This design comes from an exercise in tuning for small area, a short achievable clock period and few clock cycles on the open sky130 flow, not from production work. RTL that was checked went through simulation tests only; none was proved equivalent to the original.

## old
Design stroke_dab_interpolator_top, start of the top module:
module stroke_dab_interpolator_top
#(
  parameter int MAX_DABS = 16
) (
  input  logic                     clk_i,
  input  logic                     rst_ni,
  input  logic                     psel,
  input  logic                     penable,
  input  logic                     pwrite,
  input  logic [ADDR_W-1:0]        paddr,
  input  logic [DATA_W-1:0]        pwdata,
  output logic [DATA_W-1:0]        prdata,
  output logic                     pready,
  input  logic                     in_valid_i,
  output logic                     in_ready_o,
  input  logic                     has_previous_i,
  input  logic signed [POS_W-1:0]  start_x_i,
  input  logic signed [POS_W-1:0]  start_y_i,
  input  logic [PRS_W-1:0]         start_pressure_i,
  input  logic signed [POS_W-1:0]  end_x_i,
  input  logic signed [POS_W-1:0]  end_y_i,
  input  logic [PRS_W-1:0]         end_pressure_i,
  output logic                     out_valid_o,
  input  logic                     out_ready_i,
  output logic signed [POS_W-1:0]  dab_x_o,
  output logic signed [POS_W-1:0]  dab_y_o,
  output logic [PRS_W-1:0]         dab_pressure_o,
  output logic [SIZE_W-1:0]        dab_radius_o,
  output logic                     last_o
);
Settings: LEC_CHECK=0, CAP_MARGIN=20, CORE_MARGIN=2, CORE_UTILIZATION=40, SLEW_MARGIN=20; clock period 15.0 ns.
standard.sh (not shown) runs the stock make flow with config.mk's settings and CLKGATE_MAP_FILE= SYNTH_SCRIPT=/design/flow/synth_recipe.tcl, a recipe that flattens the netlist after the stock synthesis.
==> flow/flow/run.sh <==
#!/bin/bash
# Standard layout (the standard.sh: the standard synthesis and ORFS flow, unchanged),
# with repair_timing asked for setup slack margin against the design's clock so that the
# resizer keeps working on the critical paths. Make's output goes to standard.log.
set -euo pipefail
bash standard.sh SETUP_SLACK_MARGIN=8.6 TNS_END_PERCENT=100 finish > standard.log 2>&1
Testbench counts of old, summed over its fixed seeds: cycles 5,173.
For new, these inputs were changed with respect to old:
diff --git a/flow/design.v b/flow/design.v
--- a/flow/design.v
+++ b/flow/design.v
@@ -429,31 +429,30 @@
   logic                ov_q, last_q;
   logic [3:0]          cnt_q;
   logic [27:0]         ax_q, ay_q;
   logic [25:0]         dxs_q, dys_q;
   logic [PRS_W-1:0]    ap_q;
   logic [20:0]         pn_q;
   logic [18:0]         dps_q;
   logic [SIZE_W-1:0]   rad_q;
   logic                pnp_q;
   logic                ir0_q, ir1_q;
-  logic                lsel_q;
   logic                done, lsel, accept, take, step;
   logic                p1_av, pn_free;
   logic                n1, n8, n16;
   logic [27:0]         dxs_n, dys_n;
   logic [18:0]         dps_n;
   logic [27:0]         xa, xb, ya, yb, xsum, ysum;
   logic [20:0]         pb, psum;
   logic [SIZE_W-1:0]   rad_n;
   assign done   = (st_q == ST_DONE);
-  assign lsel   = lsel_q;
+  assign lsel   = done && (!ov_q || last_q);
   assign in_ready_o = ir0_q || (ir1_q && out_ready_i);
   assign accept = in_valid_i && in_ready_o;
   assign take   = ov_q && out_ready_i;
   assign step   = take && !last_q;
   assign n1     = (n_q == N1);
   assign n8     = (n_q == N8);
   assign n16    = (n_q == N16);
   assign dxs_n = n16 ? {{3{dx1[POS_W]}}, dx1} : (n8 ? {{2{dx1[POS_W]}}, dx1, 1'b0} : {dx1[23:0], 4'b0000});
   assign dys_n = n16 ? {{3{dy1[POS_W]}}, dy1} : (n8 ? {{2{dy1[POS_W]}}, dy1, 1'b0} : {dy1[23:0], 4'b0000});
   assign dps_n = n16 ? {dp2[PRS_W], dp2} : (n8 ? {dp2, 1'b0} : '0);
@@ -521,28 +520,26 @@
       endcase
     end
   end
   always_ff @(posedge clk_i or negedge rst_ni) begin
     if (!rst_ni) begin
       st_q  <= ST_IDLE;
       ov_q  <= 1'b0;
       pnp_q <= 1'b0;
       ir0_q <= 1'b0;
       ir1_q <= 1'b0;
-      lsel_q <= 1'b0;
     end else begin
       st_q  <= st_n;
       ov_q  <= ov_n;
       pnp_q <= pnp_n;
       ir0_q <= (st_n == ST_DONE) && pnp_n && !ov_n;
       ir1_q <= (st_n == ST_DONE) && pnp_n && last_n;
-      lsel_q <= (st_n == ST_DONE) && (!ov_n || last_n);
     end
   end
   always_ff @(posedge clk_i) begin
     unique case (st_q)
       ST_S3: begin
         n_q   <= n_fast;
         k_q   <= !c16_t && c16_f;
         h_q   <= '0;
         j_q   <= 5'd13;
       end
Findings:
- Height of the die delta (old -> new): insignificant
- Met1 wire length (new vs. old) decreases by a few percent
- Capturing instance or port of the critical path = in_ready_o: old; capturing instance or port of the critical path = rad_q[13]: new
- Instance area after placement essentially unchanged between old and new.
- met1 usage sits lower in new than in old.
- [new] final critical-path share of the clock period rose 1.3 points relative to old
- [new] clock buffer count in the final layout fell 1.2% relative to old
For new, only the layout was checked, not whether the RTL still works.

---

stroke_dab_interpolator_top, a different RTL version from the one above (not shown whole).
Size: roughly 290 I/O pins.
// stroke_dab_interpolator_top
module stroke_dab_interpolator_top
#(
  parameter int MAX_DABS = 16
) (
  input  logic                     clk_i,
  input  logic                     rst_ni,
  input  logic                     psel,
  input  logic                     penable,
  input  logic                     pwrite,
  input  logic [ADDR_W-1:0]        paddr,
  input  logic [DATA_W-1:0]        pwdata,
  output logic [DATA_W-1:0]        prdata,
  output logic                     pready,
  input  logic                     in_valid_i,
  output logic                     in_ready_o,
  input  logic                     has_previous_i,
  input  logic signed [POS_W-1:0]  start_x_i,
  input  logic signed [POS_W-1:0]  start_y_i,
  input  logic [PRS_W-1:0]         start_pressure_i,
  input  logic signed [POS_W-1:0]  end_x_i,
  input  logic signed [POS_W-1:0]  end_y_i,
  input  logic [PRS_W-1:0]         end_pressure_i,
  output logic                     out_valid_o,
  input  logic                     out_ready_i,
  output logic signed [POS_W-1:0]  dab_x_o,
  output logic signed [POS_W-1:0]  dab_y_o,
  output logic [PRS_W-1:0]         dab_pressure_o,
  output logic [SIZE_W-1:0]        dab_radius_o,
  output logic                     last_o
);
==> flow/config.mk <==
export PLATFORM = sky130hd
export DESIGN_NAME = stroke_dab_interpolator_top
export DESIGN_NICKNAME = stroke_dab_interpolator_top
export VERILOG_FILES = /design/flow/design.v
export SDC_FILE = /design/flow/constraint.sdc
export NUM_CORES = 4
export LEC_CHECK = 0
export ABC_AREA = 1
export CAP_MARGIN = 20
export CORE_MARGIN = 2
export CORE_UTILIZATION = 40
export SLEW_MARGIN = 20
==> flow/constraint.sdc <==
create_clock -name core_clock -period 15.0 [get_ports {clk_i}]
set_input_delay 3.0000 -clock core_clock [delete_from_list [all_inputs] [get_ports {clk_i}]]
set_output_delay 3.0000 -clock core_clock [all_outputs]
set_load 0.01 [all_outputs]
Scripts as last shown in full above: flow/flow/run.sh
Testbench counts at the start, summed over its fixed seeds: cycles 5,173.
Then changed:
--- a/flow/design.v
+++ b/flow/design.v
@@ -460,15 +460,15 @@
   assign dps_n = n16 ? {dp_c[PRS_W], dp_c} : (n8 ? {dp_c, 1'b0} : '0);
   assign xa   = lsel ? {start_x_i, n1 ? 4'b0000 : 4'b1000} : ax_q;
   assign xb   = lsel ? dxs_n : {{2{dxs_q[25]}}, dxs_q};
   assign ya   = lsel ? {start_y_i, n1 ? 4'b0000 : 4'b1000} : ay_q;
   assign yb   = lsel ? dys_n : {{2{dys_q[25]}}, dys_q};
   assign xsum = xa + xb;
   assign ysum = ya + yb;
-  assign psel_p1 = p1_av && pn_free && !accept;
+  assign psel_p1 = p1_av && !pnp_q && (!ov_q || last_q || cnt_q == 4'd1);
   assign pa   = psel_p1 ? p1_a : pn_q;
   assign pb   = psel_p1 ? p1_b : (lsel ? {{2{dps_n[18]}}, dps_n} : {{2{dps_q[18]}}, dps_q});
   assign psum = pa + pb;
   logic [15:0] sz;
   logic [7:0]  bneg_q, bone_q, btwo_q;
   assign sz = {2'b00, size};
   always_ff @(posedge clk_i) begin
@@ -503,15 +503,15 @@
       ap_q  <= pn_q[20:4];
       rad_q <= rad_n;
     end
   end
   assign p1_av   = done || (st_q == ST_S3 && fast_ok);
   assign pn_free = !ov_q || last_q || (step && cnt_q == 4'd1);
   always_ff @(posedge clk_i) begin
-    if (accept || step || (pn_free && p1_av)) begin
+    if (accept || step || (pn_free && p1_av && !pnp_q)) begin
       pn_q <= psum;
     end
   end
   logic [3:0] st_n;
   logic       ov_n, last_n, pnp_n;
   assign ov_n   = accept ? 1'b1 : ((take && last_q) ? 1'b0 : ov_q);
   assign last_n = accept ? n1 : (step ? (cnt_q == 4'd1) : last_q);
The changed run finished with timing, DRC and antenna clean.
First-iteration DRC count falls by 2.4%.
Final area falls by 1.5%.
Count of clock-buffer cells in the layout falls by 16.
Clock skew falls by 0.010 ns.
Routed wire length falls by 2.2%.
Cell count falls by 0.41%.
Testbench counts after the change, summed over its fixed seeds: cycles 5,173.

---

Another version of the RTL of stroke_dab_interpolator_top (not shown whole).
For scale: ~440 flip-flops, ~290 I/O pins.
Design stroke_dab_interpolator_top, start of the top module:
module stroke_dab_interpolator_top
#(
  parameter int MAX_DABS = 16
) (
  input  logic                     clk_i,
  input  logic                     rst_ni,
  input  logic                     psel,
  input  logic                     penable,
  input  logic                     pwrite,
  input  logic [ADDR_W-1:0]        paddr,
  input  logic [DATA_W-1:0]        pwdata,
  output logic [DATA_W-1:0]        prdata,
  output logic                     pready,
  input  logic                     in_valid_i,
  output logic                     in_ready_o,
  input  logic                     has_previous_i,
  input  logic signed [POS_W-1:0]  start_x_i,
  input  logic signed [POS_W-1:0]  start_y_i,
  input  logic [PRS_W-1:0]         start_pressure_i,
  input  logic signed [POS_W-1:0]  end_x_i,
  input  logic signed [POS_W-1:0]  end_y_i,
  input  logic [PRS_W-1:0]         end_pressure_i,
  output logic                     out_valid_o,
  input  logic                     out_ready_i,
  output logic signed [POS_W-1:0]  dab_x_o,
  output logic signed [POS_W-1:0]  dab_y_o,
  output logic [PRS_W-1:0]         dab_pressure_o,
  output logic [SIZE_W-1:0]        dab_radius_o,
  output logic                     last_o
);
export LEC_CHECK = 0
export CAP_MARGIN = 20
export CORE_MARGIN = 2
export CORE_UTILIZATION = 40
export SLEW_MARGIN = 20
create_clock -name core_clock -period 15.0 [get_ports {clk_i}]
Scripts as last shown in full above: flow/flow/run.sh
==> next run, changes <==
--- a/flow/design.v
+++ b/flow/design.v
@@ -205,27 +205,27 @@
       6'd63: g_o = 8'd2;
       default: g_o = 8'd0;
     endcase
   end
 endmodule
 import sdi_pkg::*;
 module sdi_mul
 (
   input  logic [SIZE_W-1:0] size_i,
   input  logic [PRS_W-1:0]  p_i,
   output logic [SIZE_W-1:0] r_o
 );
-  logic [29:0] prod;
-  assign prod = 30'(size_i) * 30'(p_i[15:0]) + 30'd32768;
-  assign r_o  = p_i[16] ? size_i : prod[16 +: SIZE_W];
+  logic [31:0] prod;
+  assign prod = 32'(size_i) * 32'(p_i) + 32'd32768;
+  assign r_o  = prod[16 +: SIZE_W];
 endmodule
 import sdi_pkg::*;
 module stroke_dab_interpolator_top
 #(
   parameter int MAX_DABS = 16
 ) (
   input  logic                     clk_i,
   input  logic                     rst_ni,
   input  logic                     psel,
   input  logic                     penable,
   input  logic                     pwrite,
   input  logic [ADDR_W-1:0]        paddr,
@@ -290,71 +290,78 @@
     dx1  <= dx_c;
     dy1  <= dy_c;
     sps1 <= has_previous_i ? sp_sat : ep_sat;
     eps1 <= ep_sat;
   end
   logic [3:0]       st_q;
   logic [PRS_W:0]   dp_c;
   logic [PRS_W-1:0] minp_c, lmx;
   logic [POS_W-1:0] ax_c, ay_c;
   logic [18:0]      u_c, v_c;
   logic             big_c, uz_c, vz_c;
   logic [12:0]      lu, lv, lm;
-  logic [12:0]      ls_q;
+  logic [14:0]      cs_q;
   assign dp_c   = {1'b0, eps1} - {1'b0, sps1};
   assign minp_c = dp_c[PRS_W] ? eps1 : sps1;
   assign ax_c   = dx1[POS_W-1:0] ^ {POS_W{dx1[POS_W]}};
   assign ay_c   = dy1[POS_W-1:0] ^ {POS_W{dy1[POS_W]}};
   assign u_c    = (ax_c[18:6] == '0) ? 19'(ax_c[5:0] + 6'(dx1[POS_W])) : ax_c[18:0];
   assign v_c    = (ay_c[18:6] == '0) ? 19'(ay_c[5:0] + 6'(dy1[POS_W])) : ay_c[18:0];
   assign uz_c   = (dx1 == '0);
   assign vz_c   = (dy1 == '0);
   assign big_c  = (|ax_c[POS_W-1:19]) | (|ay_c[POS_W-1:19]);
   assign lmx    = (st_q == ST_IDLE) ? PRS_W'(size) : minp_c;
   sdi_log #(.W(19))    u_lu (.x_i(u_c), .l_o(lu));
   sdi_log #(.W(19))    u_lv (.x_i(v_c), .l_o(lv));
   sdi_log #(.W(PRS_W)) u_lm (.x_i(lmx), .l_o(lm));
   always_ff @(posedge clk_i) begin
-    if (st_q == ST_IDLE) ls_q <= lm;
+    if (st_q == ST_IDLE) cs_q <= 15'd5632 - {1'b0, lm, 1'b0};
   end
   logic [12:0]    lu2, lv2, lm2;
   logic           uz2, vz2, tv2;
   logic [1:0]     tn2;
   always_ff @(posedge clk_i) begin
     lu2 <= lu;
     lv2 <= lv;
     lm2 <= lm;
     uz2 <= uz_c;
     vz2 <= vz_c;
     tv2 <= !hp1 || big_c || (uz_c && vz_c) || size == '0 || minp_c == '0;
     tn2 <= (!hp1 || (!big_c && uz_c && vz_c)) ? N1 : N16;
   end
-  logic signed [14:0] ld, lr, lmax, e;
+  logic signed [14:0] ld, lmax, t;
   logic [12:0]        lad;
   logic [7:0]         gt, gv;
-  logic signed [16:0] eg;
+  logic [16:0]        fa, fb, fc, fs, fcy;
+  logic [17:0]        fw;
+  logic signed [16:0] f;
   assign ld   = 15'(lu2) - 15'(lv2);
-  assign lr   = 15'(lm2) + 15'(ls_q);
   assign lmax = ld[14] ? 15'(lv2) : 15'(lu2);
-  assign e    = lmax - lr;
-  assign lad  = ld[14] ? 13'(-ld) : ld[12:0];
+  assign t    = lmax - 15'(lm2);
+  assign lad  = ld[14] ? ~ld[12:0] : ld[12:0];
   sdi_gtab u_gt (.i_i(lad[9:4]), .g_o(gt));
-  assign gv = (uz2 || vz2 || (|lad[12:10])) ? 8'd0 : gt;
-  assign eg = {e[14], e, 1'b0} + 17'(gv);
+  assign gv  = (uz2 || vz2 || (|lad[12:10])) ? 8'd0 : gt;
+  assign fa  = {t[14], t, 1'b0};
+  assign fb  = 17'(gv);
+  assign fc  = {{2{cs_q[14]}}, cs_q};
+  assign fs  = fa ^ fb ^ fc;
+  assign fcy = {(fa[15:0] & fb[15:0]) | (fa[15:0] & fc[15:0]) | (fb[15:0] & fc[15:0]), 1'b0};
+  assign fw  = {fs, 1'b0} + {fcy, 1'b0};
+  assign f   = fw[17:1];
   logic c16_t, c16_f, c8_t, c8_f;
   always_ff @(posedge clk_i) begin
-    c16_t <= (eg >= -17'sd5582);    
-    c16_f <= (eg <= -17'sd5679);    
-    c8_t  <= (eg >= -17'sd6094);    
-    c8_f  <= (eg <= -17'sd6191);    
+    c16_t <= (f >= 17'sd51);        
+    c16_f <= (f <= -17'sd48);       
+    c8_t  <= (f >= -17'sd461);      
+    c8_f  <= (f <= -17'sd560);      
   end
   logic               fast_ok;
   logic [1:0]         n_fast;
   always_comb begin
     fast_ok = 1'b1;
     if (tv2)                n_fast = tn2;
     else if (c16_t)         n_fast = N16;
     else if (c16_f && c8_t) n_fast = N8;
     else if (c8_f)          n_fast = N1;
     else begin
       n_fast  = N1;
       fast_ok = 1'b0;
The new run finished clean.
Routed wire length rose by 4.5%.
Die area rises by 0.54%.
Register-to-register slack got worse by 220 ps.
Final cell count goes up by 2.8%.
Global-route usage rises by 0.73 points.
Via count climbs by 3.8%.
Non-clock buffer count rose by 55.
Final area increases by 2.9%.
No run of this note included a check of the RTL's function; only the layout flow was run.

---

Another version of the RTL of stroke_dab_interpolator_top (not shown whole).
For scale: about 4600 cells after synthesis, ~290 I/O pins, about 42000 um2 of cells after synthesis.
Settings: LEC_CHECK=0, CAP_MARGIN=20, CORE_MARGIN=2, CORE_UTILIZATION=40, SLEW_MARGIN=20; clock period 15.0 ns.
Scripts as last shown in full above: flow/flow/run.sh
Testbench counts at the start, summed over its fixed seeds: cycles 5,173.
Edit:
--- a/flow/design.v
+++ b/flow/design.v
@@ -202,44 +202,29 @@
       6'd60: g_o = 8'd2;
       6'd61: g_o = 8'd2;
       6'd62: g_o = 8'd2;
       6'd63: g_o = 8'd2;
       default: g_o = 8'd0;
     endcase
   end
 endmodule
 import sdi_pkg::*;
 module sdi_mul
 (
-  input  logic [7:0]        neg_i,
-  input  logic [7:0]        one_i,
-  input  logic [7:0]        two_i,
+  input  logic [SIZE_W-1:0] size_i,
   input  logic [PRS_W-1:0]  p_i,
   output logic [SIZE_W-1:0] r_o
 );
-  localparam logic [31:0] K = 32'h8000 - 32'h40000 - 32'h100000 - 32'h400000 - 32'h1000000
-                            - 32'h4000000 - 32'h10000000 - 32'h40000000;
-  logic [18:0] row [8];
-  logic [31:0] acc;
-  always_comb begin
-    for (int i = 0; i < 8; i++) begin
-      row[i] = {~neg_i[i], ((one_i[i] ? {1'b0, p_i} : 18'd0) | (two_i[i] ? {p_i, 1'b0} : 18'd0))
-                           ^ {18{neg_i[i]}}};
-    end
-  end
-  assign acc = K
-             + 32'(row[0]) + (32'(row[1]) << 2) + (32'(row[2]) << 4) + (32'(row[3]) << 6)
-             + (32'(row[4]) << 8) + (32'(row[5]) << 10) + (32'(row[6]) << 12) + (32'(row[7]) << 14)
-             + 32'(neg_i[0]) + (32'(neg_i[1]) << 2) + (32'(neg_i[2]) << 4) + (32'(neg_i[3]) << 6)
-             + (32'(neg_i[4]) << 8) + (32'(neg_i[5]) << 10) + (32'(neg_i[6]) << 12) + (32'(neg_i[7]) << 14);
-  assign r_o = acc[16 +: SIZE_W];
+  logic [31:0] prod;
+  assign prod = 32'(size_i) * 32'(p_i) + 32'd32768;
+  assign r_o  = prod[16 +: SIZE_W];
 endmodule
 import sdi_pkg::*;
 module stroke_dab_interpolator_top
 #(
   parameter int MAX_DABS = 16
 ) (
   input  logic                     clk_i,
   input  logic                     rst_ni,
   input  logic                     psel,
   input  logic                     penable,
   input  logic                     pwrite,
@@ -456,39 +441,26 @@
   assign dxs_n = n16 ? {{3{dx1[POS_W]}}, dx1} : (n8 ? {{2{dx1[POS_W]}}, dx1, 1'b0} : {dx1[23:0], 4'b0000});
   assign dys_n = n16 ? {{3{dy1[POS_W]}}, dy1} : (n8 ? {{2{dy1[POS_W]}}, dy1, 1'b0} : {dy1[23:0], 4'b0000});
   assign dps_n = n16 ? {dp_c[PRS_W], dp_c} : (n8 ? {dp_c, 1'b0} : '0);
   assign xa   = lsel ? {start_x_i, n1 ? 4'b0000 : 4'b1000} : ax_q;
   assign xb   = lsel ? dxs_n : {{2{dxs_q[25]}}, dxs_q};
   assign ya   = lsel ? {start_y_i, n1 ? 4'b0000 : 4'b1000} : ay_q;
   assign yb   = lsel ? dys_n : {{2{dys_q[25]}}, dys_q};
   assign xsum = xa + xb;
   assign ysum = ya + yb;
   assign pb   = lsel ? {{2{dps_n[18]}}, dps_n} : {{2{dps_q[18]}}, dps_q};
   assign psum = pn_q + pb;
-  logic [15:0] sz;
-  logic [7:0]  bneg_q, bone_q, btwo_q;
-  assign sz = {2'b00, size};
-  always_ff @(posedge clk_i) begin
-    for (int i = 0; i < 8; i++) begin
-      bneg_q[i] <= sz[2*i+1] && !(sz[2*i] && ((i == 0) ? 1'b0 : sz[2*i-1]));
-      bone_q[i] <= sz[2*i] ^ ((i == 0) ? 1'b0 : sz[2*i-1]);
-      btwo_q[i] <= (sz[2*i+1] && !sz[2*i] && !((i == 0) ? 1'b0 : sz[2*i-1]))
-                || (!sz[2*i+1] && sz[2*i] && ((i == 0) ? 1'b0 : sz[2*i-1]));
-    end
-  end
   sdi_mul u_mul (
-    .neg_i (bneg_q),
-    .one_i (bone_q),
-    .two_i (btwo_q),
-    .p_i   (pn_q[20:4]),
-    .r_o   (rad_n)
+    .size_i (size),
+    .p_i    (pn_q[20:4]),
+    .r_o    (rad_n)
   );
   always_ff @(posedge clk_i) begin
     if (accept) begin
       dxs_q  <= dxs_n[25:0];
       dys_q  <= dys_n[25:0];
       dps_q  <= dps_n;
       cnt_q  <= n16 ? 4'd15 : (n8 ? 4'd7 : 4'd0);
       last_q <= n1;
     end else if (step) begin
       cnt_q  <= cnt_q - 4'd1;
       last_q <= (cnt_q == 4'd1);
The changed run completed without violations. Routed wire length fell by a few percent. Die area rose slightly. Count of clock-buffer cells in the layout fell by 10. Non-clock buffer count rose by 3. Synthesized cell count rose slightly. Critical path depth rose by 20. Maximum frequency fell by a few percent. Global-route usage fell by 0.48 points. Cell area rose slightly. Cell count rose slightly. Register-to-register slack loses 0.66 ns. Area after synthesis rose slightly. Utilization fell by 0.26 points.
Only the layout flow was run in the second run of this note; the RTL was not checked for function there.

[afterwards: timing with drivers on the ports]
No port has a modelled driver above. Below, the same layouts with a new extraction and two added sets of constraints. Step 1 (the two cells are an assumption about what drives the block):
set clk [get_ports {clk_i}]
set_driving_cell -lib_cell sky130_fd_sc_hd__clkbuf_16 $clk
set_driving_cell -lib_cell sky130_fd_sc_hd__buf_2 [delete_from_list [all_inputs] $clk]
Step 2 adds t to the input delays and takes it off the output delays; t is the mean of the earliest and latest rising clock arrival at the registers after step 1. Input paths then give back, and output paths get back, about the clock's delay inside the block. a / b / c = ideal ports / drivers / drivers and shift; a / b = the first two.
| run | t, ns | setup WS [ns] | worst hold slack (ns) | slew at the worst register clock pin (ns) | worst slew at a driven data input, ns |
|---|---|---|---|---|---|
| old | 0.706 | 8.579 / 8.537 / 8.121 | 0.507 / 0.507 / 0.507 | 0.06 / 0.06 | 0.11 |
| new | 0.724 | 8.377 / 8.377 / 8.064 | 0.513 / 0.513 / 0.513 | 0.07 / 0.07 | 0.11 |
| the first run of note 2 | 0.714 | 8.565 / 8.517 / 8.093 | 0.351 / 0.351 / 0.351 | 0.07 / 0.07 | 0.06 |
| the second run of note 2 | 0.697 | 8.535 / 8.483 / 8.241 | 0.350 / 0.350 / 0.350 | 0.07 / 0.07 | 0.07 |
| the first run of note 3 | 0.714 | 7.988 / 7.988 / 7.988 | 0.345 / 0.345 / 0.345 | 0.07 / 0.07 | 0.19 |
| the second run of note 3 | 0.713 | 7.768 / 7.768 / 7.768 | 0.348 / 0.348 / 0.348 | 0.07 / 0.07 | 0.19 |
| the first run of note 4 | 0.729 | 8.575 / 8.509 / 7.982 | 0.354 / 0.354 / 0.354 | 0.07 / 0.07 | 0.12 |
| the second run of note 4 | 0.708 | 8.145 / 8.145 / 8.041 | 0.343 / 0.343 / 0.343 | 0.07 / 0.07 | 0.13 |
After both steps setup and hold are still met in every run listed. The setup slack of the first run of note 4, which loses most, moves by -0.066 ns with the drivers and by -0.593 ns with both steps.
